Background: an optimization exercise with open tools, aiming at small area. Do not read the settings as production practice. At most, simulation tests tie the RTL to the original design; equivalence was not proved. No functional check of the RTL was part of runs 4 and 5. Power figures rest on the tool's default switching activity, not on a simulated workload.

`flow/constraint.sdc`:
```
create_clock -name core_clock -period 5.0 [get_ports {clk}]
set_input_delay 1.0000 -clock core_clock [delete_from_list [all_inputs] [get_ports {clk}]]
set_output_delay 1.0000 -clock core_clock [all_outputs]
set_load 0.01 [all_outputs]
```
`flow/config.mk`:
```
export PLATFORM = sky130hd
export DESIGN_NAME = dmem_responder
export DESIGN_NICKNAME = dmem_responder
export VERILOG_FILES = /design/flow/design.v
export SDC_FILE = /design/flow/constraint.sdc
export NUM_CORES = 4
export LEC_CHECK = 0
export CAP_MARGIN = 20
export CORE_MARGIN = 2
export CORE_UTILIZATION = 70
export CTS_BUF_LIST = sky130_fd_sc_hd__clkbuf_16
export CTS_CLUSTER_DIAMETER = 90
export CTS_CLUSTER_SIZE = 34
export SLEW_MARGIN = 20
export SYNTH_HIERARCHICAL = 1
```
`flow/flow/run.sh`:
```
#!/bin/bash
# The standard layout, with the port buffers made from the plain buf cell rather than
# the delay cell buffer_ports picks by default (repair may still resize them).
set -euo pipefail
export BUFFER_PORTS_ARGS="-buffer_cell sky130_fd_sc_hd__buf_1"
bash standard.sh > standard.log 2>&1
```
`flow/design.v`:
```
module dmem_responder (
    input  logic        clk,
    input  logic        rst,
    input  logic        MemRead,
    input  logic        MemWrite,
    input  logic [31:0] dir,
    input  logic [31:0] dataIn,
    output logic [31:0] dataOut,
    output logic        ready,
    output logic        stall,
    output logic        misalign
);
    logic [1:0]  st_q;
    logic        misalign_q;
    logic [1:0]  ph_q;
    logic [5:0]  bidx_q;
    logic [31:0] bdata_q;
    logic [31:0] dout_q;
    logic [31:0] ring_q [0:15][0:3];
    logic        req;
    logic        mis_now;
    logic [5:0]  idx;
    logic        capture;
    logic        hit;
    logic [1:0]  ph_dn;
    logic [15:0] rsel;
    logic [15:0] rwe;
    logic [15:0] rhold;
    logic [31:0] rd;
    logic        keep;
    assign req     = MemRead | MemWrite;
    assign mis_now = (dir[1:0] != 2'b00);
    assign idx     = dir[7:2];
    assign capture = (st_q == 2'd2) && !rst && MemWrite && !mis_now;
    assign ph_dn   = ph_q - 2'd1;
    assign hit     = (idx[1:0] == ph_q);
    assign stall    = !rst && (((st_q == 2'd0) && req) || (st_q == 2'd1) || (st_q == 2'd2));
    assign ready    = (st_q == 2'd3);
    assign misalign = misalign_q;
    always_ff @(posedge clk) begin
        if (rst) begin
            st_q       <= 2'd0;
            misalign_q <= 1'b0;
        end else begin
            case (st_q)
                2'd0:    if (req) st_q <= 2'd1;
                2'd1:    st_q <= 2'd2;
                2'd2: begin
                    st_q <= 2'd3;
                    if (mis_now) misalign_q <= 1'b1;
                end
                default: st_q <= 2'd0;
            endcase
        end
    end
    always_ff @(posedge clk) begin
        ph_q <= ph_dn;
        if (capture) begin
            bidx_q  <= idx;
            bdata_q <= dataIn;
        end
    end
    for (genvar r = 0; r < 16; r++) begin : g_ring
        logic [31:0] load;
        assign rsel[r] = hit && !mis_now && (idx[5:2] == 4'(r));
        assign rwe[r]  = (bidx_q[5:2] == 4'(r)) && (bidx_q[1:0] == ph_dn);
        assign rhold[r] = !rwe[r];
        for (genvar b = 0; b < 32; b++) begin : g_bit
            dmem_ring_load u_load (
                .q   (ring_q[r][3][b]),
                .hold(rhold[r]),
                .d   (bdata_q[b]),
                .load(rwe[r]),
                .y   (load[b])
            );
        end
        always_ff @(posedge clk) begin
            ring_q[r][0] <= load;
            ring_q[r][1] <= ring_q[r][0];
            ring_q[r][2] <= ring_q[r][1];
            ring_q[r][3] <= ring_q[r][2];
        end
    end
    assign keep = (st_q != 2'd0);
    for (genvar b = 0; b < 32; b++) begin : g_rd
        logic [15:0] heads;
        logic [5:0]  rd_n;
        for (genvar r = 0; r < 16; r++) begin : g_r
            assign heads[r] = ring_q[r][0][b];
        end
        dmem_rd_bit u_rd (
            .d   (heads),
            .sel (rsel),
            .hold(dout_q[b]),
            .keep(keep),
            .n   (rd_n)
        );
        assign rd[b] = !(&rd_n);
    end
    always_ff @(posedge clk) begin
        dout_q <= rd;
    end
    assign dataOut = rd;
endmodule
module dmem_ring_load (
    input  logic q,
    input  logic hold,
    input  logic d,
    input  logic load,
    output logic y
);
    assign y = (q & hold) | (d & load);
endmodule
module dmem_rd_bit (
    input  logic [15:0] d,
    input  logic [15:0] sel,
    input  logic        hold,
    input  logic        keep,
    output logic [5:0]  n
);
    for (genvar g = 0; g < 5; g++) begin : g_aoi
        dmem_aoi222 u_aoi (
            .a (d[3*g]),   .sa(sel[3*g]),
            .b (d[3*g+1]), .sb(sel[3*g+1]),
            .c (d[3*g+2]), .sc(sel[3*g+2]),
            .y (n[g])
        );
    end
    assign n[5] = !((d[15] && sel[15]) || (hold && keep));
endmodule
module dmem_aoi222 (
    input  logic a,
    input  logic sa,
    input  logic b,
    input  logic sb,
    input  logic c,
    input  logic sc,
    output logic y
);
    assign y = !((a && sa) || (b && sb) || (c && sc));
endmodule
```
`flow/standard.sh`:
```
#!/bin/bash
# synth_recipe.tcl (not shown) runs the flow's synth.tcl, then flattens the netlist and writes it again
# the make line also repeats each setting of config.mk as NAME=value (left out here)
make -C /OpenROAD-flow-scripts/flow DESIGN_CONFIG=/design/flow/config.mk WORK_HOME=/design/flow/orfs CLKGATE_MAP_FILE= SYNTH_SCRIPT=/design/flow/synth_recipe.tcl "${@:-finish}"
```
==> results.py, run 1 <==
metrics = {
    "status": {
        "status": "finished clean",
    },
    "place": {
        "dp_slack_ns": 0.354,
        "dpl_cell_area_um2": 52800,
        "place.gp.congestion": 0.851,
        "port_buffers": 78,
        "hpwl_um": 68500,
    },
    "yosys": {
        "synth_edf_count": 38,
        "syn_nets": 3065,
        "ys_ff_latch": 2123,
        "synthArstFlopShare": 0,
        "synth_cells": 2993,
        "yosys_warnings": 9,
        "synth_top_area_cell": "dfxtp_1",
        "synth_top_area_frac": 0.828,
        "synthMostInstantiatedCell": "dfxtp_1",
        "yosysSeqAreaShare": 0.851,
        "syn_area_um2": 50400,
        "syn_area_per_cell_um2": 16.8,
        "synth_common_cells": "2085 x dfxtp_1, 512 x a22o_1, 160 x a222oi_1",
        "ys_top_cells_by_area": "dfxtp_1 83%, a22o_1 8.9%, a222oi_1 3.2%",
        "synth.distinct_cells": 33,
        "ys.flop_type": "dfxtp_1",
    },
    "power_and_ir_drop": {
        "p_comb_frac": 0.015,
        "power_leakage_nw": 21.3,
        "p_switching_w": 0.00505,
        "vdd_drop_max_mv": 0.410,
        "p_int_w": 0.0201,
        "p_per_area_nw_per_um2": 459,
        "pwr-share-clk": 0.297,
        "sw_frac_of_total": 0.201,
        "pwr-share-seq": 0.688,
    },
    "clock_tree": {
        "ctsResizeCount": 0,
        "cts_buffers": 72,
        "holdBufCountCts": 0,
        "clockBufferDepth": 3,
        "postCtsSetupRepairBufs": 0,
        "root_buffer": "clkbuf_16",
        "htree_levels": 3,
        "clk_pin_slew_ns": 0.11,
        "clk_latency_ns": 0.66,
        "clock-sinks": 2123,
        "cts_tree": "done",
    },
    "route": {
        "vias": 26000,
        "drt_wl_total_um": 119000,
        "drtIter0Drc": 3288,
        "drt-pass1-iter-count": 8,
        "final_antenna_net_count": 0,
        "wl_per_cell_um": 28.4,
        "drc_errors": 0,
        "viasPerCell": 6.19,
    },
    "timing": {
        "finalCritPeriodShare": 0.962,
        "drv_slew": 0,
        "period_needed_ns": 4.81,
        "finalSetupViolations": 0,
        "max_freq_mhz": 208,
        "setup_tns_ns": 0,
        "timing.slew.headroom": 0.217,
        "tightestPinTransition_ns": 1.17,
        "fin_skew_ns": 0.0220,
        "holdWs_ns": 0.319,
        "hold_viol": 0,
        "rsz0062_at_grt": "no",
        "worst_slack_ns": 0.192,
    },
    "critical_path": {
        "startpoint_type": "primary input",
        "endpoint_kind": "output port",
        "worst-setup-path-type": "in -> out",
        "arrival_ns": 3.81,
        "worst-path-max-fanout": 17,
        "required_ns": 4.00,
    },
    "finish": {
        "area_growth_pct": 8.81,
        "final_cell_area_um2": 54900,
        "drive_above_1_share": 0.0746,
        "nets": 3297,
    },
    "grt": {
        "met2_usage": 0.499,
        "grt_pass1_vias": 26000,
        "grt_max_degree": 36,
        "grt_pass1_wl_um": 174000,
        "grt.met3_usage": 0.0521,
        "grt_usage": 0.320,
        "gr-total-overflow": 0,
        "grt_util_met1": 0.470,
        "antenna_found_initial": 4,
        "busiest_layer": "met2",
    },
    "die": {
        "coreArea_um2": 71400,
        "die_h_um": 272,
        "ios": 103,
        "initial_core_util": 0.706,
        "die-width_um": 272,
        "placementRows": 98,
        "die-area_um2": 74200,
    },
    "worst_hold_path": {
        "min_path_type": "reg -> reg",
    },
    "flow_run": {
        "maxCapViolCount": 0,
    },
}
==> final timing paths <==
path	endpoint	slack, ns	cells after the start	start
worst max-delay path	dataOut[16]	0.19	10	dir[1]
worst min-delay path	ring_q[51][5]$_DFF_P_	0.32	0	ring_q[50][5]$_DFF_P_
worst max register to register	ring_q[12][18]$_DFF_P_	2.01	6	ph_q[1]$_DFF_P_
worst min register to register	ring_q[51][5]$_DFF_P_	0.32	0	ring_q[50][5]$_DFF_P_
==> routing by layer <==
layer  part of all wire  up-vias  wire length [um]
met5                  0        -                 0
met4              0.029        0              3410
met3              0.082      185              9750
met2               0.45     1124             54100
met1               0.44    13200             52100
li1                   -    11500                 -
==> critical path: stages <==
cell,delay (ns)
buf_1,0.15
nor2_1,0.61
nand4b_1,0.16
buf_4,0.22
nor2_4,0.70
buf_4,0.30
a222oi_1,0.10
and4_1,0.24
nand3_1,0.13
buf_1,0.18
==> area by class of cell <==
cell class / count / area, um2
antenna: 1 / 2.50
clock buffer: 76 / 1900
clock inverter: 19 / 105
fill: 4213 / 16500
inverter: 5 / 18.8
multi-input combinational: 863 / 7740
sequential: 2123 / 42900
tap: 950 / 1190
timing repair buffer: 160 / 1010
==> Yosys stat by module (local to each module, per instance) <==
module,copies in the design,cells inside,flops+latches
dmem_ring_load,512,1,0
dmem_rd_bit,32,1,0
dmem_aoi222,160,1,0
dmem_responder,1,2289,2123
==> layout by cell type, fill, tap and decap left out, drive strengths merged, types with 2 or more instances in the layout <==
cell type and instances:
nand2b 6, nor3 10, nand4 3, a22o 512
nand2 2, nand3 44, nand3b 2, inv 23
nor2b 4, xnor2 3, nor4 2, a21oi 3
edfxtp 38, a222oi 160, buf 160, dfxtp 2085
a22oi 32, clkbuf 76, o21ai 2, and3 5
nand4b 2, or3 5, nor2 23, and4 32
ha 4
==> power by group through the flow <==
| stage | Clock [W] | Combinational (W) | Sequential [W] |
|---|---|---|---|
| finish | 0.00748 | 0.000376 | 0.0173 |
| global route | 0.00806 | 0.000394 | 0.0173 |
| CTS | 0.00751 | 0.000374 | 0.0173 |
| detailed placement | 0 | 0.000370 | 0.0177 |
| global placement | 0 | 0.000355 | 0.0177 |
| floorplan | 0 | 0.000201 | 0.0177 |
==> sequential cells by signal, indices dropped and copies added, names as in the netlist <==
signal,flops
bdata_q,32
dout_q,32
ph_q,2
ring_q,2048
bidx_q,6
misalign_q,1
st_q,2
==> cell families after synthesis <==
| kind of cell | count (synthesis) | synth area share |
|---|---|---|
| adders and majority gates | 4 | 0.000993 |
| AOI/OAI and AO/OA | 711 | 0.129 |
| xor gates and xnor gates | 4 | 0.000695 |
| and+or+nand+nor | 142 | 0.0170 |
| muxes | 2 | 0.000496 |
| DFF | 2123 | 0.851 |
| buffers and inverters | 7 | 0.000695 |
==> through the flow <==
stage           util  power (W)  instances
2_1_floorplan      -     0.0179       2993
3_3_place_gp   0.740     0.0180       4099
3_5_place_dp   0.740     0.0181       4100
4_1_cts        0.768     0.0252       4195
5_1_grt        0.769     0.0258       4197
6_report       0.769     0.0252       4197
==> inputs of run 2 (changes only) <==
--- a/flow/config.mk
+++ b/flow/config.mk
@@ -7,7 +7,7 @@
 export LEC_CHECK = 0
 export CAP_MARGIN = 20
 export CORE_MARGIN = 2
-export CORE_UTILIZATION = 70
+export CORE_UTILIZATION = 75
 export CTS_BUF_LIST = sky130_fd_sc_hd__clkbuf_16
 export CTS_CLUSTER_DIAMETER = 90
 export CTS_CLUSTER_SIZE = 34
==> results.py, run 2 <==
metrics = {
    "grt": {
        "antenna_found_initial": 1,
        "grt_usage": 0.339,
        "gr-total-overflow": 0,
        "grt_pass1_vias": 26600,
        "grt_pass1_wl_um": 174000,
        "grt_max_degree": 39,
    },
    "route": {
        "wl_met3_um": 8430,
        "met2WireLength_um": 54700,
        "wl_met1_um": 50100,
        "vias": 25900,
        "drt_wl_total_um": 118000,
        "drc_errors": 0,
        "drtIter0Drc": 2879,
        "viasPerCell": 6.31,
        "wl_per_cell_um": 28.7,
        "drt-pass1-iter-count": 9,
        "final_antenna_net_count": 0,
        "top_layer": "met4",
    },
    "yosys": {
        "synth_edf_count": 38,
        "ys.flop_type": "dfxtp_1",
        "synth_common_cells": "2085 x dfxtp_1, 512 x a22o_1, 160 x a222oi_1",
        "syn_area_per_cell_um2": 16.8,
        "synth_cells": 2993,
        "syn_nets": 3065,
        "synthMostInstantiatedCell": "dfxtp_1",
        "yosysSeqAreaShare": 0.851,
        "ys_ff_latch": 2123,
        "synth_top_area_frac": 0.828,
        "synth.distinct_cells": 33,
        "ys_top_cells_by_area": "dfxtp_1 83%, a22o_1 8.9%, a222oi_1 3.2%",
        "yosys_warnings": 9,
        "syn_area_um2": 50400,
        "synth_top_area_cell": "dfxtp_1",
        "synthArstFlopShare": 0,
    },
    "timing": {
        "timing.slew.headroom": 0.175,
        "tightestPinTransition_ns": 1.24,
        "finalSetupViolations": 0,
        "period_needed_ns": 4.59,
        "hold_viol": 0,
        "finalCritPeriodShare": 0.917,
        "rsz0062_at_grt": "no",
        "fin_skew_ns": 0.0200,
        "drv_slew": 0,
        "setup_tns_ns": 0,
        "max_freq_mhz": 218,
    },
    "die": {
        "coreArea_um2": 66800,
        "die_h_um": 263,
        "ios": 103,
        "die-width_um": 263,
        "placementRows": 95,
        "initial_core_util": 0.755,
        "die-area_um2": 69300,
    },
    "power_and_ir_drop": {
        "power_w": 0.0252,
        "power_leakage_nw": 21.2,
        "p_per_area_nw_per_um2": 461,
        "vdd_drop_max_mv": 0.383,
    },
    "critical_path": {
        "crit_family": "simple AND/OR/NAND/NOR gates",
        "required_ns": 4.00,
        "worstSetupPathDepth": 8,
        "crit_chain": "buf_1, nor2_1, nand3_1, nor2_4, buf_4, a222oi_1, nand3_1, buf_1",
        "endpoint_kind": "output port",
        "worstSetupStartpoint": "dir[1]",
        "crit_buf_inv": 3,
        "worst-path-max-fanout": 16,
        "r2r_cells": 5,
        "arrival_ns": 3.59,
        "endpoint": "dataOut[16]",
        "startpoint_type": "primary input",
        "crit_path_top_delay_cell": "nor2_4",
        "rrSetupSlack_ns": 2.07,
        "rr_startpoint": "ph_q[1]$_DFF_P_",
        "worst-setup-path-type": "in -> out",
        "cpPeakStageDelay_ns": 0.54,
        "regToRegEndpoint": "ring_q[28][12]$_DFF_P_",
    },
    "finish": {
        "final_common_cell": "dfxtp_1",
        "drive_above_1_share": 0.0697,
        "nets": 3279,
        "area_growth_pct": 8.38,
        "diodes": 0,
        "final_cell_area_um2": 54600,
        "largest_reg_flops": 2048,
        "reg_top3": "ring_q x2048, bdata_q x32, dout_q x32",
        "regMostFlops": "ring_q",
        "layout_common_cells": "2085 x dfxtp_1, 512 x a22o_1, 160 x a222oi_1",
    },
    "flow_run": {
        "maxCapViolCount": 0,
    },
    "place": {
        "dpl_cell_area_um2": 52600,
        "hpwl_um": 64300,
        "place.gp.congestion": 0.837,
        "port_buffers": 78,
    },
    "clock_tree": {
        "clk_pin_slew_ns": 0.12,
        "cts_tree": "done",
        "postCtsSetupRepairBufs": 0,
        "root_buffer": "clkbuf_16",
        "clk_latency_ns": 0.67,
        "ctsResizeCount": 0,
        "clock-sinks": 2123,
        "cts_buffers": 72,
        "clockBufferDepth": 3,
        "htree_levels": 3,
        "holdBufCountCts": 0,
    },
    "worst_hold_path": {
        "min_path_type": "reg -> reg",
    },
    "status": {
        "status": "finished clean",
    },
}
## run 2: cell counts after synthesis
Identical to the previous run, type by type.
## run 2: power breakdown
part	internal, W	leakage, nW	switching [W]
Clock	0.00283	1.06	0.00467
Combinational	0.000114	2.74	0.000252
Sequential	0.0172	17.4	0.000120
Total	0.0202	21.2	0.00504
## run 2: metrics by stage
step	worst slack, ns	cells	util	hold WS, ns
2_1_floorplan	0.220	2993	-	0.310
3_3_place_gp	0.611	4005	0.787	0.310
3_5_place_dp	0.521	4006	0.787	0.312
4_1_cts	0.511	4103	0.818	0.327
5_1_grt	0.352	4103	0.818	0.331
6_report	0.413	4103	0.818	0.322
## run 2: kinds of logic after synthesis
kind of cell / Yosys count / share of synthesized area
fa+ha+maj: 4 / 0.000993
mux: 2 / 0.000496
xor+xnor: 4 / 0.000695
buf+inv: 7 / 0.000695
compound gates: 711 / 0.129
flops: 2123 / 0.851
simple gates: 142 / 0.0170
## run 2: final cells by class
cell class / instances / area, um2
clock buffers: 77 / 1930
clock inverters: 20 / 101
fillers: 3450 / 12200
inverters: 5 / 18.8
multi-input cells: 863 / 7750
flip-flops and latches: 2123 / 42900
well taps: 873 / 1090
repair buffers: 142 / 865
## run 2: worst min path at each step
stage                                 from                endpoint  slack, ns  cells past startpoint
finish               ring_q[38][7]$_DFF_P_   ring_q[39][7]$_DFF_P_       0.32                      0
global route         ring_q[25][4]$_DFF_P_   ring_q[26][4]$_DFF_P_       0.33                      0
CTS                  ring_q[38][7]$_DFF_P_   ring_q[39][7]$_DFF_P_       0.33                      0
detailed placement  ring_q[21][22]$_DFF_P_  ring_q[22][22]$_DFF_P_       0.31                      0
global placement    ring_q[22][26]$_DFF_P_  ring_q[23][26]$_DFF_P_       0.31                      0
floorplan             ring_q[9][0]$_DFF_P_   ring_q[10][0]$_DFF_P_       0.31                      0
## run 2: worst register-to-register path: stages (launching register included)
cell and delay [ns]:
dfxtp_1 0.41, xor2_1 0.29, mux2_4 0.44, nor3_2 0.93
buf_4 0.57, a22o_1 0.23
## run 2: Yosys stat by module, one instance, submodules excluded
| module | copies in the design | area, um2 | flip-flops and latches |
|---|---|---|---|
| dmem_responder | 1 | 43900 | 2123 |
| dmem_rd_bit | 32 | 12.5 | 0 |
| dmem_aoi222 | 160 | 10.0 | 0 |
| dmem_ring_load | 512 | 8.76 | 0 |
## run 2: per-layer routing
metal | vias up | track usage
met4 | 0 | 0.130
met2 | 1051 | 0.540
met5 | - | 0
met1 | 13100 | 0.480
met3 | 258 | 0.0480
li1 | 11400 | -
==> inputs of run 3 (changes only) <==
--- a/flow/config.mk
+++ b/flow/config.mk
@@ -6,6 +6,7 @@
 export NUM_CORES = 4
 export LEC_CHECK = 0
 export CAP_MARGIN = 20
+export CORE_ASPECT_RATIO = 0.6
 export CORE_MARGIN = 2
 export CORE_UTILIZATION = 75
 export CTS_BUF_LIST = sky130_fd_sc_hd__clkbuf_16
==> results.py, run 3 <==
metrics = {
    "die": {
        "initial_core_util": 0.760,
        "placementRows": 73,
        "coreArea_um2": 66300,
        "ios": 103,
        "die-width_um": 339,
        "die-area_um2": 69400,
        "die_h_um": 205,
    },
    "place": {
        "dpl_cell_area_um2": 52700,
        "dp.cells": 4035,
        "port_buffers": 78,
        "dp_slack_ns": 0.461,
        "place.gp.congestion": 0.808,
        "hpwl_um": 67200,
    },
    "yosys": {
        "syn_area_per_cell_um2": 16.8,
        "synth.distinct_cells": 33,
        "yosys_warnings": 9,
        "synth_top_family_by_area": "compound AO/OA/AOI/OAI gates",
        "synthMostInstantiatedCell": "dfxtp_1",
        "ys_ff_latch": 2123,
        "synth-simple-area-share": 0.0170,
        "ys.flop_type": "dfxtp_1",
        "synth_common_cells": "2085 x dfxtp_1, 512 x a22o_1, 160 x a222oi_1",
        "syn_nets": 3065,
        "synth_top_area_frac": 0.828,
        "syn_area_um2": 50400,
        "yosysSeqAreaShare": 0.851,
        "synth_xor_area_frac": 0.000695,
        "synth.mux.area_fraction": 0.000496,
        "synth_compound_area_frac": 0.129,
        "post_synth_fa_ha_maj_area_fraction": 0.000993,
        "synth_cells": 2993,
        "synth_edf_count": 38,
        "synth_top_area_cell": "dfxtp_1",
        "ys_top_cells_by_area": "dfxtp_1 83%, a22o_1 8.9%, a222oi_1 3.2%",
        "synthArstFlopShare": 0,
    },
    "critical_path": {
        "worst-setup-path-type": "in -> out",
        "worst-path-max-fanout": 8,
        "crit_buf_inv": 3,
        "rr_startpoint": "ph_q[1]$_DFF_P_",
        "cpMostUsedCell": "buf_1",
        "arrival_ns": 3.59,
        "startpoint_type": "primary input",
        "crit_path_top_delay_cell": "nor2_4",
        "required_ns": 4.00,
        "crit_family": "simple AND/OR/NAND/NOR gates",
        "endpoint_kind": "output port",
        "crit_chain": "buf_1, xnor2_1, nand4_1, nor2_4, buf_4, a22oi_2, and4_1, nand3_1, buf_1",
        "cpPeakStageDelay_ns": 0.57,
        "worstSetupStartpoint": "dir[3]",
    },
    "clock_tree": {
        "clk_latency_ns": 0.68,
        "htree_levels": 3,
        "ctsResizeCount": 0,
        "postCtsSetupRepairBufs": 0,
        "cts_tree": "done",
        "root_buffer": "clkbuf_16",
        "clockBufferDepth": 3,
        "holdBufCountCts": 0,
        "clock-sinks": 2123,
        "clk_pin_slew_ns": 0.12,
        "cts_buffers": 72,
    },
    "status": {
        "status": "finished clean",
    },
    "route": {
        "drtIter0Drc": 3475,
        "wl_per_cell_um": 29.5,
        "drc_errors": 0,
        "drt-pass1-iter-count": 8,
        "drt_wl_total_um": 122000,
        "final_antenna_net_count": 0,
        "viasPerCell": 6.42,
        "vias": 26600,
    },
    "finish": {
        "regMostFlops": "ring_q",
        "fillCellCount": 3304,
        "nets": 3281,
        "final_cell_area_um2": 54800,
        "reg_top3": "ring_q x2048, bdata_q x32, dout_q x32",
        "area_growth_pct": 8.65,
        "multi_input_area_um2": 7750,
        "largest_reg_flops": 2048,
        "finalNonFillerCells": 4140,
        "final_common_cell": "dfxtp_1",
        "layout_common_cells": "2085 x dfxtp_1, 512 x a22o_1, 160 x a222oi_1",
        "final-seq-area_um2": 42900,
        "drive_above_1_share": 0.0702,
    },
    "worst_hold_path": {
        "worstHoldStart": "ring_q[2][15]$_DFF_P_",
        "min_path_type": "reg -> reg",
    },
    "power_and_ir_drop": {
        "vdd_drop_max_mv": 0.367,
        "power_leakage_nw": 21.2,
        "p_per_area_nw_per_um2": 461,
    },
    "timing": {
        "period_needed_ns": 4.59,
        "finalCritPeriodShare": 0.918,
        "fin_skew_ns": 0.0224,
        "max_freq_mhz": 218,
        "hold_viol": 0,
        "finalSetupViolations": 0,
        "tightestPinTransition_ns": 1.26,
        "worst_slack_ns": 0.412,
        "timing.slew.headroom": 0.158,
        "rsz0062_at_grt": "no",
        "drv_slew": 0,
        "setup_tns_ns": 0,
    },
    "grt": {
        "gr-total-overflow": 0,
        "grt_max_degree": 36,
        "antenna_found_initial": 3,
        "grt_pass1_vias": 26400,
        "grt_usage": 0.350,
        "grt_pass1_wl_um": 177000,
    },
    "flow_run": {
        "maxCapViolCount": 0,
    },
}
run 3: cell types whose count changed in the layout (fill, tap and decap cells not counted):
cell | before | now
buf_4 | 56 | 54
diode_2 | 0 | 6
nor3_4 | 0 | 1
nor3_2 | 9 | 8
buf_12 | 7 | 12
inv_1 | 21 | 23
buf_6 | 1 | 0
run 3: worst paths after layout:
check                          endpoint  slack, ns  cells past startpoint
setup / recovery            dataOut[24]       0.41                      9
setup reg to reg  ring_q[4][15]$_DFF_P_       1.76                      6
hold reg to reg   ring_q[3][15]$_DFF_P_       0.32                      0
hold / removal    ring_q[3][15]$_DFF_P_       0.32                      0
run 3: kinds of logic (layout without fill, tap and decap cells):
| group | after synthesis | count (layout) |
|---|---|---|
| other | 0 | 6 |
| buffers and inverters | 7 | 248 |
| adder cells (fa/ha/maj) | 4 | 4 |
| AND/OR/NAND/NOR | 142 | 142 |
| multiplexers | 2 | 2 |
| AO/OA/AOI/OAI | 711 | 711 |
| flip-flops | 2123 | 2123 |
| XOR/XNOR | 4 | 4 |
run 3: modules after synthesis (local to each module, per instance):
module / flip-flops and latches / times used / cell area (um2) / cells inside
dmem_rd_bit: 0 / 32 / 12.5 / 1
dmem_aoi222: 0 / 160 / 10.0 / 1
dmem_ring_load: 0 / 512 / 8.76 / 1
dmem_responder: 2123 / 1 / 43900 / 2289
run 3: metal layers:
metal  global-route usage  share of wire  vias to the layer above
li1                     -              -                    11500
met1                0.529           0.44                    13500
met2                0.511           0.43                     1373
met3               0.0784           0.10                      229
met4                0.105          0.027                        2
met5                    0       0.000098                        -
run 3: area by class of cell:
type	instances	area share
diodes	6	0.000274
clock buffers	77	0.0352
clock inverters	22	0.00199
inverters	5	0.000343
multi-input cells	863	0.142
flip-flops and latches	2123	0.783
well taps	900	0.0206
repair buffers	144	0.0171
run 3: stage by stage:
| step | utilization | power [W] | hold slack, ns |
|---|---|---|---|
| floorplan | - | 0.0179 | 0.310 |
| global placement | 0.795 | 0.0180 | 0.310 |
| detailed placement | 0.795 | 0.0181 | 0.312 |
| CTS | 0.826 | 0.0252 | 0.321 |
| global route | 0.826 | 0.0259 | 0.322 |
| finish | 0.826 | 0.0253 | 0.323 |
run 3: where the power goes:
group	switching (W)	internal, W
sequential	0.000122	0.0172
combinational	0.000259	0.000129
clock	0.00472	0.00284
total	0.00510	0.0202
==> inputs of run 4 (changes only) <==
--- a/flow/design.v
+++ b/flow/design.v
@@ -22,18 +22,17 @@
     logic [5:0]  idx;
     logic        capture;
     logic        hit;
-    logic [1:0]  ph_dn;
+    logic [1:0]  wpos;
     logic [15:0] rsel;
     logic [15:0] rwe;
     logic [15:0] rhold;
-    logic [31:0] rd;
-    logic        keep;
+    logic [31:0] head;
     assign req     = MemRead | MemWrite;
     assign mis_now = (dir[1:0] != 2'b00);
     assign idx     = dir[7:2];
     assign capture = (st_q == 2'd2) && !rst && MemWrite && !mis_now;
-    assign ph_dn   = ph_q - 2'd1;
-    assign hit     = (idx[1:0] == ph_q);
+    assign hit     = (2'(idx[1:0] + ph_q) == 2'd0);
+    assign wpos    = 2'(bidx_q[1:0] + ph_q);
     assign stall    = !rst && (((st_q == 2'd0) && req) || (st_q == 2'd1) || (st_q == 2'd2));
     assign ready    = (st_q == 2'd3);
     assign misalign = misalign_q;
@@ -54,16 +53,17 @@
         end
     end
     always_ff @(posedge clk) begin
-        ph_q <= ph_dn;
+        ph_q <= ph_q + 2'd1;
         if (capture) begin
             bidx_q  <= idx;
             bdata_q <= dataIn;
         end
+        dout_q <= head | (dout_q & {32{st_q != 2'd0}});
     end
     for (genvar r = 0; r < 16; r++) begin : g_ring
         logic [31:0] load;
         assign rsel[r] = hit && !mis_now && (idx[5:2] == 4'(r));
-        assign rwe[r]  = (bidx_q[5:2] == 4'(r)) && (bidx_q[1:0] == ph_dn);
+        assign rwe[r]  = (bidx_q[5:2] == 4'(r)) && (wpos == 2'd3);
         assign rhold[r] = !rwe[r];
         for (genvar b = 0; b < 32; b++) begin : g_bit
             dmem_ring_load u_load (
@@ -81,26 +81,18 @@
             ring_q[r][3] <= ring_q[r][2];
         end
     end
-    assign keep = (st_q != 2'd0);
     for (genvar b = 0; b < 32; b++) begin : g_rd
         logic [15:0] heads;
-        logic [5:0]  rd_n;
         for (genvar r = 0; r < 16; r++) begin : g_r
             assign heads[r] = ring_q[r][0][b];
         end
-        dmem_rd_bit u_rd (
-            .d   (heads),
-            .sel (rsel),
-            .hold(dout_q[b]),
-            .keep(keep),
-            .n   (rd_n)
+        dmem_sel16 u_sel (
+            .d  (heads),
+            .sel(rsel),
+            .y  (head[b])
         );
-        assign rd[b] = !(&rd_n);
     end
-    always_ff @(posedge clk) begin
-        dout_q <= rd;
-    end
-    assign dataOut = rd;
+    assign dataOut = head | dout_q;
 endmodule
 module dmem_ring_load (
     input  logic q,
@@ -111,31 +103,10 @@
 );
     assign y = (q & hold) | (d & load);
 endmodule
-module dmem_rd_bit (
+module dmem_sel16 (
     input  logic [15:0] d,
     input  logic [15:0] sel,
-    input  logic        hold,
-    input  logic        keep,
-    output logic [5:0]  n
+    output logic        y
 );
-    for (genvar g = 0; g < 5; g++) begin : g_aoi
-        dmem_aoi222 u_aoi (
-            .a (d[3*g]),   .sa(sel[3*g]),
-            .b (d[3*g+1]), .sb(sel[3*g+1]),
-            .c (d[3*g+2]), .sc(sel[3*g+2]),
-            .y (n[g])
-        );
-    end
-    assign n[5] = !((d[15] && sel[15]) || (hold && keep));
+    assign y = |(d & sel);
 endmodule
-module dmem_aoi222 (
-    input  logic a,
-    input  logic sa,
-    input  logic b,
-    input  logic sb,
-    input  logic c,
-    input  logic sc,
-    output logic y
-);
-    assign y = !((a && sa) || (b && sb) || (c && sc));
-endmodule
==> flow/run.sh (new file) <==
#!/bin/bash
# synth_recipe.tcl (not shown) runs the flow's synth.tcl, then flattens the netlist and writes it again
# the make line also repeats each setting of config.mk as NAME=value (left out here)
make -C /OpenROAD-flow-scripts/flow DESIGN_CONFIG=/design/flow/config.mk WORK_HOME=/design/flow/orfs CLKGATE_MAP_FILE= SYNTH_SCRIPT=/design/flow/synth_recipe.tcl finish
==> flow/config.mk (replaced) <==
export PLATFORM = sky130hd
export DESIGN_NAME = dmem_responder
export DESIGN_NICKNAME = dmem_responder
export VERILOG_FILES = /design/flow/design.v
export SDC_FILE = /design/flow/constraint.sdc
export NUM_CORES = 4
export LEC_CHECK = 0
export CAP_MARGIN = 20
export CORE_MARGIN = 2
export CORE_UTILIZATION = 65
export CTS_BUF_LIST = sky130_fd_sc_hd__clkbuf_16
export CTS_CLUSTER_DIAMETER = 60
export CTS_CLUSTER_SIZE = 22
export SLEW_MARGIN = 20
export SYNTH_HIERARCHICAL = 1
removed: flow/flow/run.sh
removed: flow/standard.sh
==> results.py, run 4 <==
metrics = {
    "status": {
        "status": "finished clean",
    },
    "route": {
        "drtIter0Drc": 1920,
        "drt_wl_total_um": 125000,
        "wl_per_cell_um": 27.5,
        "vias": 26800,
        "viasPerCell": 5.89,
        "drt-pass1-iter-count": 5,
        "final_antenna_net_count": 0,
        "drc_errors": 0,
    },
    "yosys": {
        "syn_nets": 3169,
        "synthMostInstantiatedCell": "dfxtp_1",
        "ys.flop_type": "dfxtp_1",
        "ys_top_cells_by_area": "dfxtp_1 81%, a22o_1 11%, a221oi_2 3.7%",
        "synth.distinct_cells": 32,
        "ys_ff_latch": 2123,
        "synth_edf_count": 38,
        "syn_area_um2": 51700,
        "yosys_warnings": 9,
        "yosysSeqAreaShare": 0.830,
        "synth_cells": 3094,
        "synth_top_area_frac": 0.808,
        "syn_area_per_cell_um2": 16.7,
        "synth_top_area_cell": "dfxtp_1",
        "synth_common_cells": "2085 x dfxtp_1, 640 x a22o_1, 128 x a221oi_2",
        "synthArstFlopShare": 0,
    },
    "critical_path": {
        "startpoint_type": "primary input",
        "crit_chain": "dlygate4sd2_1, ha_1, xnor3_2, nand2_4, buf_4, nor3_4, buf_12, buf_4, buf_12, a22o_1, a221oi_2, nand4_1, or2_2, clkdlybuf4s50_1",
        "crit_path_top_delay_cell": "clkdlybuf4s50_1",
        "arrival_ns": 3.89,
        "crit_family": "buffers and inverters",
        "regToRegEndpoint": "ring_q[56][0]$_DFF_P_",
        "required_ns": 4.00,
        "worst-path-max-fanout": 12,
        "worst-setup-path-type": "in -> out",
        "cpPeakStageDelay_ns": 0.48,
        "rrSetupSlack_ns": 2.01,
        "endpoint_kind": "output port",
        "crit_buf_inv": 6,
        "r2r_cells": 6,
        "rr_startpoint": "ph_q[0]$_DFF_P_",
        "worstSetupStartpoint": "dir[2]",
    },
    "die": {
        "die-area_um2": 81800,
        "placementRows": 103,
        "ios": 103,
        "die_h_um": 286,
        "initial_core_util": 0.655,
        "die-width_um": 286,
        "coreArea_um2": 78900,
    },
    "clock_tree": {
        "holdBufCountCts": 0,
        "clockBufferDepth": 3,
        "cts_tree": "done",
        "clk_pin_slew_ns": 0.09,
        "clk_latency_ns": 0.69,
        "cts_buffers": 111,
        "htree_levels": 3,
        "root_buffer": "clkbuf_16",
        "clock-sinks": 2123,
    },
    "finish": {
        "area_growth_pct": 14.9,
        "layout_common_cells": "2085 x dfxtp_1, 640 x a22o_1, 135 x buf_4",
        "reg_top3": "ring_q x2048, bdata_q x32, dout_q x32",
        "nets": 3536,
        "fillCellCount": 4826,
        "final_common_cell": "dfxtp_1",
        "final-seq-area_um2": 42900,
        "regMostFlops": "ring_q",
        "drive_above_1_share": 0.152,
        "multi_input_area_um2": 9230,
        "largest_reg_flops": 2048,
        "diodes": 0,
    },
    "timing": {
        "finalCritPeriodShare": 0.979,
        "finalSetupViolations": 0,
        "worst_slack_ns": 0.107,
        "timing.slew.headroom": 0.208,
        "fin_skew_ns": 0.0214,
        "setup_tns_ns": 0,
        "tightestPinTransition_ns": 1.19,
        "max_freq_mhz": 204,
        "period_needed_ns": 4.89,
        "holdWs_ns": 0.311,
        "drv_slew": 0,
        "hold_viol": 0,
        "rsz0062_at_grt": "no",
    },
    "place": {
        "hpwl_um": 72200,
        "dp_slack_ns": -0.705,
        "port_buffers": 78,
        "place.gp.congestion": 0.788,
    },
    "grt": {
        "antenna_found_initial": 0,
        "grt_usage": 0.306,
        "grt_pass1_wl_um": 184000,
        "gr-total-overflow": 0,
        "grt_pass1_vias": 27900,
        "grt_max_degree": 33,
    },
    "power_and_ir_drop": {
        "vdd_drop_max_mv": 0.407,
        "p_per_area_nw_per_um2": 457,
        "power_w": 0.0271,
        "power_leakage_nw": 24.3,
    },
    "worst_hold_path": {
        "min_to": "ring_q[35][27]$_DFF_P_",
        "holdPathStages": 0,
        "min_path_type": "reg -> reg",
        "worstHoldStart": "ring_q[34][27]$_DFF_P_",
    },
    "flow_run": {
        "maxCapViolCount": 0,
    },
}
-- run 4: cell types whose count changed after synthesis, sizes merged, moves of 32 or more --
| cell | delta |
|---|---|
| a21o | +33 |
| a221oi | +128 |
| a222oi | -160 |
| nand3 | -39 |
| a22o | +128 |
| or2 | +32 |
| a22oi | -32 |
-- run 4: what timing repair did --
item	4_1_cts	5_1_grt
setup buffers	37	4
pin swaps	33	6
setup endpoints to repair	32	12
gates resized for setup	37	10
-- run 4: how the worst max path moves through the flow --
stage / endpoint / slack, ns / cells after the start
3_3_place_gp: dataOut[19] / -0.85 / 11
2_1_floorplan: dataOut[0] / 0.29 / 8
5_1_grt: dataOut[23] / 0.01 / 13
6_report: dataOut[23] / 0.11 / 14
3_5_place_dp: dataOut[1] / -0.71 / 12
4_1_cts: dataOut[30] / -0.09 / 13
-- run 4: kinds of logic after synthesis --
kind of cell | Yosys count | synth area share
adders and majority gates | 7 | 0.00169
and+or+nand+nor | 143 | 0.0156
DFF | 2123 | 0.830
xor gates and xnor gates | 3 | 0.00109
AOI/OAI and AO/OA | 806 | 0.151
buffers and inverters | 11 | 0.000823
muxes | 1 | 0.000194
-- run 4: through the flow --
stage	std cells	utilization	instance area [um2]
floorplan	3094	-	51800
global placement	4352	0.705	55600
detailed placement	4357	0.706	55700
CTS	4551	0.752	59300
global route	4555	0.753	59400
finish	4555	0.753	59400
-- run 4: layout make-up --
cell class                      count  share of cell area
Clock inverter                     42             0.00596
Timing Repair Buffer              260              0.0455
Inverter                            5            0.000316
Clock buffer                      115              0.0485
Multi-Input combinational cell    960               0.155
Sequential cell                  2123               0.722
Tap cell                         1050              0.0221
-- run 4: per-layer routing --
layer | GRT usage | share of wire
met5 | 0 | 0
met4 | 0.102 | 0.031
met3 | 0.0431 | 0.056
met2 | 0.476 | 0.45
met1 | 0.446 | 0.46
-- run 4: where the power goes --
group / total (W) / internal, W / switching [W]
combinational: 0.000363 / 0.000143 / 0.000221
clock: 0.00950 / 0.00437 / 0.00513
sequential: 0.0173 / 0.0171 / 0.000103
total: 0.0271 / 0.0217 / 0.00545
-- run 4: Yosys stat by module (local to each module, per instance) --
| module | cells inside | times used | flip-flops and latches |
|---|---|---|---|
| dmem_responder | 2294 | 1 | 2123 |
| dmem_sel16 | 9 | 32 | 0 |
| dmem_ring_load | 1 | 512 | 0 |
==> inputs of run 5 (changes only) <==
--- a/flow/design.v
+++ b/flow/design.v
@@ -25,7 +25,6 @@
     logic [1:0]  wpos;
     logic [15:0] rsel;
     logic [15:0] rwe;
-    logic [15:0] rhold;
     logic [31:0] head;
     assign req     = MemRead | MemWrite;
     assign mis_now = (dir[1:0] != 2'b00);
@@ -58,55 +57,22 @@
             bidx_q  <= idx;
             bdata_q <= dataIn;
         end
-        dout_q <= head | (dout_q & {32{st_q != 2'd0}});
+        if (hit) dout_q <= head;
     end
     for (genvar r = 0; r < 16; r++) begin : g_ring
-        logic [31:0] load;
-        assign rsel[r] = hit && !mis_now && (idx[5:2] == 4'(r));
+        assign rsel[r] = !mis_now && (idx[5:2] == 4'(r));
         assign rwe[r]  = (bidx_q[5:2] == 4'(r)) && (wpos == 2'd3);
-        assign rhold[r] = !rwe[r];
-        for (genvar b = 0; b < 32; b++) begin : g_bit
-            dmem_ring_load u_load (
-                .q   (ring_q[r][3][b]),
-                .hold(rhold[r]),
-                .d   (bdata_q[b]),
-                .load(rwe[r]),
-                .y   (load[b])
-            );
-        end
         always_ff @(posedge clk) begin
-            ring_q[r][0] <= load;
+            ring_q[r][0] <= rwe[r] ? bdata_q : ring_q[r][3];
             ring_q[r][1] <= ring_q[r][0];
             ring_q[r][2] <= ring_q[r][1];
             ring_q[r][3] <= ring_q[r][2];
         end
     end
-    for (genvar b = 0; b < 32; b++) begin : g_rd
-        logic [15:0] heads;
-        for (genvar r = 0; r < 16; r++) begin : g_r
-            assign heads[r] = ring_q[r][0][b];
-        end
-        dmem_sel16 u_sel (
-            .d  (heads),
-            .sel(rsel),
-            .y  (head[b])
-        );
+    always_comb begin
+        head = '0;
+        for (int r = 0; r < 16; r++)
+            if (rsel[r]) head = head | ring_q[r][0];
     end
-    assign dataOut = head | dout_q;
+    assign dataOut = hit ? head : dout_q;
 endmodule
-module dmem_ring_load (
-    input  logic q,
-    input  logic hold,
-    input  logic d,
-    input  logic load,
-    output logic y
-);
-    assign y = (q & hold) | (d & load);
-endmodule
-module dmem_sel16 (
-    input  logic [15:0] d,
-    input  logic [15:0] sel,
-    output logic        y
-);
-    assign y = |(d & sel);
-endmodule
==> flow/config.mk (replaced) <==
export PLATFORM = sky130hd
export DESIGN_NAME = dmem_responder
export DESIGN_NICKNAME = dmem_responder
export VERILOG_FILES = /design/flow/design.v
export SDC_FILE = /design/flow/constraint.sdc
export NUM_CORES = 4
export LEC_CHECK = 0
export CAP_MARGIN = 20
export CORE_MARGIN = 2
export CORE_UTILIZATION = 40
export SLEW_MARGIN = 20
==> results.py, run 5 <==
metrics = {
    "clock_tree": {
        "clock-sinks": 2123,
        "ctsResizeCount": 4,
        "clk_pin_slew_ns": 0.07,
        "cts_tree": "done",
        "clk_latency_ns": 0.80,
        "cts_buffers": 191,
        "htree_levels": 4,
        "clockBufferDepth": 3,
        "root_buffer": "clkbuf_16",
        "postCtsSetupRepairBufs": 0,
        "holdBufCountCts": 0,
    },
    "worst_hold_path": {
        "worstHoldStart": "ring_q[6][15]$_DFF_P_",
        "holdPathStages": 0,
        "min_to": "ring_q[7][15]$_DFF_P_",
        "min_path_type": "reg -> reg",
    },
    "die": {
        "die-width_um": 369,
        "ios": 103,
        "placementRows": 133,
        "die_h_um": 369,
        "die-area_um2": 136000,
        "initial_core_util": 0.404,
        "coreArea_um2": 132000,
    },
    "power_and_ir_drop": {
        "power_leakage_nw": 25.6,
        "p_per_area_nw_per_um2": 509,
        "pwr-share-clk": 0.450,
        "sw_frac_of_total": 0.202,
        "p_int_w": 0.0258,
        "p_comb_frac": 0.016,
        "vdd_drop_max_mv": 0.298,
        "pwr-share-seq": 0.535,
        "p_switching_w": 0.00651,
    },
    "route": {
        "drt_wl_total_um": 118000,
        "wl_per_cell_um": 21.6,
        "drc_errors": 0,
        "vias": 25100,
        "viasPerCell": 4.58,
        "final_antenna_net_count": 0,
        "drtIter0Drc": 1516,
        "drt-pass1-iter-count": 5,
    },
    "critical_path": {
        "startpoint_type": "primary input",
        "arrival_ns": 3.85,
        "worst-setup-path-type": "in -> out",
        "regToRegEndpoint": "ring_q[4][3]$_DFF_P_",
        "rrSetupSlack_ns": 2.00,
        "worst-path-max-fanout": 20,
        "r2r_cells": 7,
        "required_ns": 4.00,
        "rr_startpoint": "ph_q[0]$_DFF_P_",
        "endpoint_kind": "output port",
    },
    "finish": {
        "largest_reg_flops": 2048,
        "reg_top3": "ring_q x2048, bdata_q x32, dout_q x32",
        "regMostFlops": "ring_q",
        "drive_above_1_share": 0.271,
        "diodes": 0,
        "fin_util": 0.480,
        "nets": 3642,
        "area_growth_pct": 18.8,
        "final_common_cell": "dfxtp_1",
        "layout_common_cells": "2085 x dfxtp_1, 530 x mux2_2, 195 x clkbuf_16",
        "fillCellCount": 11200,
    },
    "grt": {
        "grt_pass1_wl_um": 172000,
        "grt_pass1_vias": 25700,
        "antenna_found_initial": 5,
        "gr-total-overflow": 0,
        "grt_max_degree": 44,
        "grt_usage": 0.173,
    },
    "yosys": {
        "syn_area_per_cell_um2": 16.1,
        "synth_common_cells": "2085 x dfxtp_1, 530 x mux2_2, 113 x a22oi_1",
        "synth_cells": 3313,
        "syn_nets": 3388,
        "synthArstFlopShare": 0,
        "synth_edf_count": 38,
        "synth_top_area_cell": "dfxtp_1",
        "synth.distinct_cells": 63,
        "ys_top_cells_by_area": "dfxtp_1 78%, mux2_2 11%, edfxtp_1 2.1%",
        "synthMostInstantiatedCell": "dfxtp_1",
        "ys_ff_latch": 2123,
        "yosys_warnings": 2,
        "yosysSeqAreaShare": 0.804,
        "synth_top_area_frac": 0.783,
        "ys.flop_type": "dfxtp_1",
        "syn_area_um2": 53300,
    },
    "timing": {
        "rsz0062_at_grt": "no",
        "timing.slew.headroom": 0.282,
        "hold_viol": 0,
        "max_freq_mhz": 206,
        "finalSetupViolations": 0,
        "tightestPinTransition_ns": 1.07,
        "worst_slack_ns": 0.151,
        "fin_skew_ns": 0.0320,
        "period_needed_ns": 4.85,
        "drv_slew": 0,
        "setup_tns_ns": 0,
        "finalCritPeriodShare": 0.970,
    },
    "status": {
        "status": "finished clean",
    },
    "place": {
        "place.gp.congestion": 0.732,
        "port_buffers": 78,
        "dp_slack_ns": 0.00524,
        "hpwl_um": 68000,
    },
    "flow_run": {
        "maxCapViolCount": 0,
    },
}
[run 5: cell types whose count changed after synthesis, sizes merged, moves of 21 or more]
cell,previous run,this run
or2,32,1
a21oi,3,26
o21ai,2,24
buf,1,81
mux2i,1,39
mux2,0,532
a22oi,0,113
nand4,33,12
nor2,17,54
clkbuf,5,58
a221oi,128,18
a21o,33,0
a22o,640,20
nand2,18,52
[run 5: critical path, stage by stage]
cell             delay, ns
clkdlybuf4s50_1       0.48
or4_1                 0.52
buf_4                 0.20
nor2_4                0.14
buf_12                0.25
a22oi_1               0.12
and4_1                0.24
a31oi_1               0.15
buf_4                 0.17
clkdlybuf4s50_1       0.54
[run 5: how the worst max path moves through the flow]
stage | from | to | slack [ns] | cells past startpoint
after floorplan | dir[7] | dataOut[25] | 1.35 | 8
after global placement | dir[7] | dataOut[22] | -0.02 | 9
after detailed placement | dir[7] | dataOut[22] | 0.005 | 9
after CTS | dir[6] | dataOut[24] | 0.03 | 10
after global routing | dir[2] | dataOut[5] | 0.02 | 10
final | dir[0] | dataOut[15] | 0.15 | 10
[run 5: power groups by stage]
stage | clock network, W | logic (W) | registers, W
6_report | 0.0145 | 0.000513 | 0.0173
5_1_grt | 0.0155 | 0.000546 | 0.0173
4_1_cts | 0.0148 | 0.000524 | 0.0173
3_5_place_dp | 0 | 0.000520 | 0.0176
3_3_place_gp | 0 | 0.000520 | 0.0176
2_1_floorplan | 0 | 0.000223 | 0.0176
[run 5: through the flow]
| step | power, W | hold WS, ns | area, um2 | instances |
|---|---|---|---|---|
| 4_1_cts | 0.0325 | 0.296 | 63400 | 5474 |
| 3_3_place_gp | 0.0181 | 0.310 | 57000 | 5127 |
| 5_1_grt | 0.0333 | 0.305 | 63400 | 5474 |
| 3_5_place_dp | 0.0181 | 0.312 | 57000 | 5129 |
| 6_report | 0.0323 | 0.303 | 63400 | 5474 |
| 2_1_floorplan | 0.0178 | 0.310 | 53300 | 3313 |
[run 5: cell families after synthesis]
logic type	share of synthesized area
AOI/OAI and AO/OA	0.0379
xor gates and xnor gates	0.000774
adders and majority gates	0.00164
buffers and inverters	0.0135
DFF	0.804
muxes	0.124
and+or+nand+nor	0.0182
[run 5: layout make-up]
type | count | area [um2] | area share
clock buffer | 280 | 5600 | 0.0884
inverter | 4 | 15.0 | 0.000237
timing repair buffer | 200 | 2070 | 0.0327
clock inverter | 65 | 729 | 0.0115
multi-input combinational | 1047 | 9880 | 0.156
tap | 1755 | 2200 | 0.0347
sequential | 2123 | 42900 | 0.677
[run 5: metal layers]
layer,GRT usage,share of wire
met4,0.0588,0.025
met5,0,0.000059
met3,0.0356,0.042
met1,0.241,0.49
met2,0.267,0.44

## port drivers added, routing unchanged
The results above use ideal ports. As a check the final layouts listed here were re-extracted and re-timed, cells and wires unchanged.
Step 1 assumes that a clkbuf_16 drives the clock port and a buf_2 every other input.
Step 2 times the ports against the registers' clock, not the clock port: input delays grow and output delays shrink by t, the midpoint of the rising clock arrivals with the driver on.
Three values: ideal ports, drivers, drivers and shift; two values: the first two.
run | shift t [ns] | setup WS [ns] | hold WS [ns] | worst register clock-pin slew, ns
run 1 | 0.722 | 0.192 / 0.162 / 0.162 | 0.319 / 0.319 / 0.319 | 0.12 / 0.12
run 2 | 0.728 | 0.413 / 0.381 / 0.381 | 0.322 / 0.322 / 0.322 | 0.12 / 0.12
run 3 | 0.740 | 0.412 / 0.392 / 0.392 | 0.323 / 0.323 / 0.323 | 0.12 / 0.12
run 4 | 0.739 | 0.107 / 0.088 / 0.088 | 0.311 / 0.311 / 0.311 | 0.09 / 0.09
run 5 | 0.857 | 0.151 / 0.054 / 0.054 | 0.303 / 0.303 / 0.303 | 0.07 / 0.07
After both steps setup and hold are still met in every run listed. For run 5, which loses most, drivers alone change the setup slack by -0.097 ns; drivers and shift together by -0.097 ns.
